This is an optimization exercise on Yosys and OpenROAD, whose aim is small area, a short achievable clock period and few clock cycles, not a production implementation.
Only simulation tests tie the RTL to the original design; equivalence was not proved.

== run a ==
Design nrisc_top, start of the top module:
module nrisc_top (
	input  logic                 clk,
	input  logic                 rst_n,
	input  logic                 run,
	input  logic                 host_valid,
	input  logic                 host_write,
	input  logic [7:0]           host_addr,
	input  logic [15:0]          host_wdata,
	output logic                 host_gnt,
	output logic [15:0]          host_rdata,
	output logic                 host_rvalid,
	output logic                 halted
);
	nrisc_pkg::addr_t      pc;
	nrisc_pkg::instr_t     ir0, ir1;
	logic                  v0, v1;
	nrisc_pkg::alu_flags_t flags;
	logic                  halt_q;
	logic host_rd, host_wr, active, exec, refresh;
	assign host_gnt = host_valid;
	assign host_rd  = host_valid & ~host_write;
	assign host_wr  = host_valid &  host_write;
	assign halted   = halt_q;
	assign active  = run & ~halt_q & ~host_valid;
	assign exec    = active & v0;
	assign refresh = ~v0 & ~halt_q & ~host_rd;
	logic lw0, sw0, li0, j0, jc0, halt0, alu0, wr0, ura0, urb0;
	logic lw1, sw1, li1, j1, jc1, halt1, alu1, wr1, ura1, urb1;
	exec_unit dec0 (.ir(ir0), .is_lw(lw0), .is_sw(sw0), .is_li(li0), .is_jmp(j0),
		.is_jcond(jc0), .is_halt(halt0), .is_alu(alu0), .wr_rd(wr0), .use_ra(ura0),
		.use_rb(urb0));
  ...
For scale: ~14,000 cells after synthesis, about 4,400 flip-flops, roughly 48 I/O pins, about 190,000 um^2 of cells after synthesis.
make LEC_CHECK=0 ABC_CLOCK_PERIOD_IN_PS=4000 CAP_MARGIN=20 CORE_MARGIN=2 CORE_UTILIZATION=45 PLACE_DENSITY=0.6 SETUP_SLACK_MARGIN=5 SLEW_MARGIN=20 TNS_END_PERCENT=5 finish   # period 12.0 ns
run.sh (not shown) runs the stock make flow with config.mk's settings and CLKGATE_MAP_FILE= SYNTH_SCRIPT=/design/flow/synth_recipe.tcl, a recipe that flattens the netlist after the stock synthesis.
Testbench counts of run a, summed over its fixed seeds: cycles 41,520.
Modified inputs, run b compared to run a
-- flow/design.v --
<<< run a, line 180
);
	localparam int NB = 8;
	logic [4:0]       f0_row, f1_row;
	nrisc_pkg::data_t bank_out [NB];
	logic [NB-1:0]    f0_sel, f1_sel, d_sel;
	logic [NB-1:0] fb_oh0, fb_oh1, fb_oh2;
	assign f0_row = fb[7:3];
	assign f1_row = fb[7:3] + 1'b1;
>>> run b, line 180
);
	localparam int NB = 8;
	nrisc_pkg::addr_t f0, f1;
	logic [4:0]       f0_row, f1_row;
	nrisc_pkg::data_t bank_out [NB];
	logic [NB-1:0]    f0_sel, f1_sel, d_sel;
	assign f0     = fb + 8'(fo);
	assign f1     = f0 + 1'b1;
	assign f0_row = fb[7:3];
	assign f1_row = fb[7:3] + 1'b1;
<<< run a, line 190
		logic [4:0]       row;
		logic [31:0]      rsel;
		assign fb_oh0[b] = fb[2:0] == 3'(b);
		assign fb_oh1[b] = fb[2:0] == 3'(b - 1);
		assign fb_oh2[b] = fb[2:0] == 3'(b - 2);
		assign f0_sel[b] = fo ? fb_oh1[b] : fb_oh0[b];
		assign f1_sel[b] = fo ? fb_oh2[b] : fb_oh1[b];
		assign d_sel[b]  = daddr[2:0] == 3'(b);
		always_ff @(posedge clk) begin
>>> run b, line 192
		logic [4:0]       row;
		logic [31:0]      rsel;
		assign f0_sel[b] = f0[2:0] == 3'(b);
		assign f1_sel[b] = f1[2:0] == 3'(b);
		assign d_sel[b]  = daddr[2:0] == 3'(b);
		always_ff @(posedge clk) begin
<<< run a, line 228
		end
	end
	assign c0 = d_en && |(d_sel & f0_sel);
	assign c1 = d_en && |(d_sel & f1_sel);
endmodule
`timescale 1ns/10ps
>>> run b, line 227
		end
	end
	assign c0 = d_en && daddr[2:0] == f0[2:0];
	assign c1 = d_en && daddr[2:0] == f1[2:0];
endmodule
`timescale 1ns/10ps
<<< run a, line 313
	assign ex1    = exec && pair && !swhit1;
	logic             t0, t1, shift;
	nrisc_pkg::addr_t npc;
	assign t0    = j0 && (ir0.opcode == nrisc_pkg::OP_JMP ||
		(ir0.opcode == nrisc_pkg::OP_JZ && flags.zero) ||
>>> run b, line 312
	assign ex1    = exec && pair && !swhit1;
	logic             t0, t1, shift;
	nrisc_pkg::addr_t npc, f0;
	assign t0    = j0 && (ir0.opcode == nrisc_pkg::OP_JMP ||
		(ir0.opcode == nrisc_pkg::OP_JZ && flags.zero) ||
<<< run a, line 334
	assign fb       = jsel_li ? li_val : jsel_imm ? imm0[7:0] : v0 ? pc1 : pc;
	assign fo       = v0 && !jsel_li && !jsel_imm && pair;
	logic             mem_we, d_en, lw_go, c0, c1;
	nrisc_pkg::addr_t mem_waddr, daddr;
>>> run b, line 333
	assign fb       = jsel_li ? li_val : jsel_imm ? imm0[7:0] : v0 ? pc1 : pc;
	assign fo       = v0 && !jsel_li && !jsel_imm && pair;
	assign f0       = fb + 8'(fo);
	logic             mem_we, d_en, lw_go, c0, c1;
	nrisc_pkg::addr_t mem_waddr, daddr;
<<< run a, line 360
	assign wd1 = li1 ? imm1 : r1;
	logic             st_hit0, st_hit1;
	nrisc_pkg::addr_t fb1, fb2;
	assign fb1     = fb + 8'd1;
	assign fb2     = fb + 8'd2;
	assign st_hit0 = sw_go && (fo ? sw_addr == fb1 : sw_addr == fb);
	assign st_hit1 = sw_go && (fo ? sw_addr == fb2 : sw_addr == fb1);
	logic h_hit0, h_hit1;
	assign h_hit0  = host_wr && host_addr == pc;
>>> run b, line 360
	assign wd1 = li1 ? imm1 : r1;
	logic             st_hit0, st_hit1;
	nrisc_pkg::addr_t f1;
	assign f1      = f0 + 8'd1;
	assign st_hit0 = sw_go && sw_addr == f0;
	assign st_hit1 = sw_go && sw_addr == f1;
	logic h_hit0, h_hit1;
	assign h_hit0  = host_wr && host_addr == pc;
--- outcome ---
- Run a: full flow OK, the timing, DRC and antenna checks passed
- Run b finished every stage and its layout cleared the timing, DRC and antenna checks.
- Maximum fanout encountered on the critical timing path ended up 18 higher on run b than on run a.
- | post-place instance area | higher: run a |
- Between run a and run b, the stage delay of the slowest cell on the critical path does not differ in any meaningful way.
- Compared to run a, the routing of run b uses less wire.
- Delta (run b minus run a): die boundary width neither gained nor lost much; critical path depth went up 13%; post-synthesis sequential area ratio higher; first-pass GRT wire length decreased 43,000 um; area growth from synthesis to layout fell by 1.8 points.
- The non-clock buffer count number comes out lower for run b vs run a.
- Relative to run a, maximum number of pins on one net before global-route repair has decreased by 63 in run b.
- Data arrival time of the critical path, run b and run a: lower on run b
Testbench counts of run b, summed over its fixed seeds: cycles 41,520.

separate check: timing with driven ports:
The flow's constraints put no driver on any port. The routed layouts listed below were extracted and timed again, unchanged, in two steps. Step 1 sets driving cells, clkbuf_16 on the clock port and buf_2 on the other inputs (assumed; they add their load-dependent delay and slew). Step 2 moves the port delays by t, midway between the first and last clock arrival at a register: inputs arrive t later, outputs are due t later. That takes back most of the time a late clock gives input paths. Three values: ideal, step 1, step 2; two values: the first two.
run	t, ns	setup WS [ns]	hold slack, ns	worst setup path at the end
run a	1.169	4.353 / 4.353 / 3.325	0.483 / 0.483 / 0.483	input to register
run b	1.167	4.542 / 4.542 / 3.410	0.555 / 0.555 / 0.555	input to register
After both steps every run listed still meets setup and hold. For run b, which loses most, drivers alone change the setup slack by 0.000 ns; drivers and shift together by -1.132 ns.
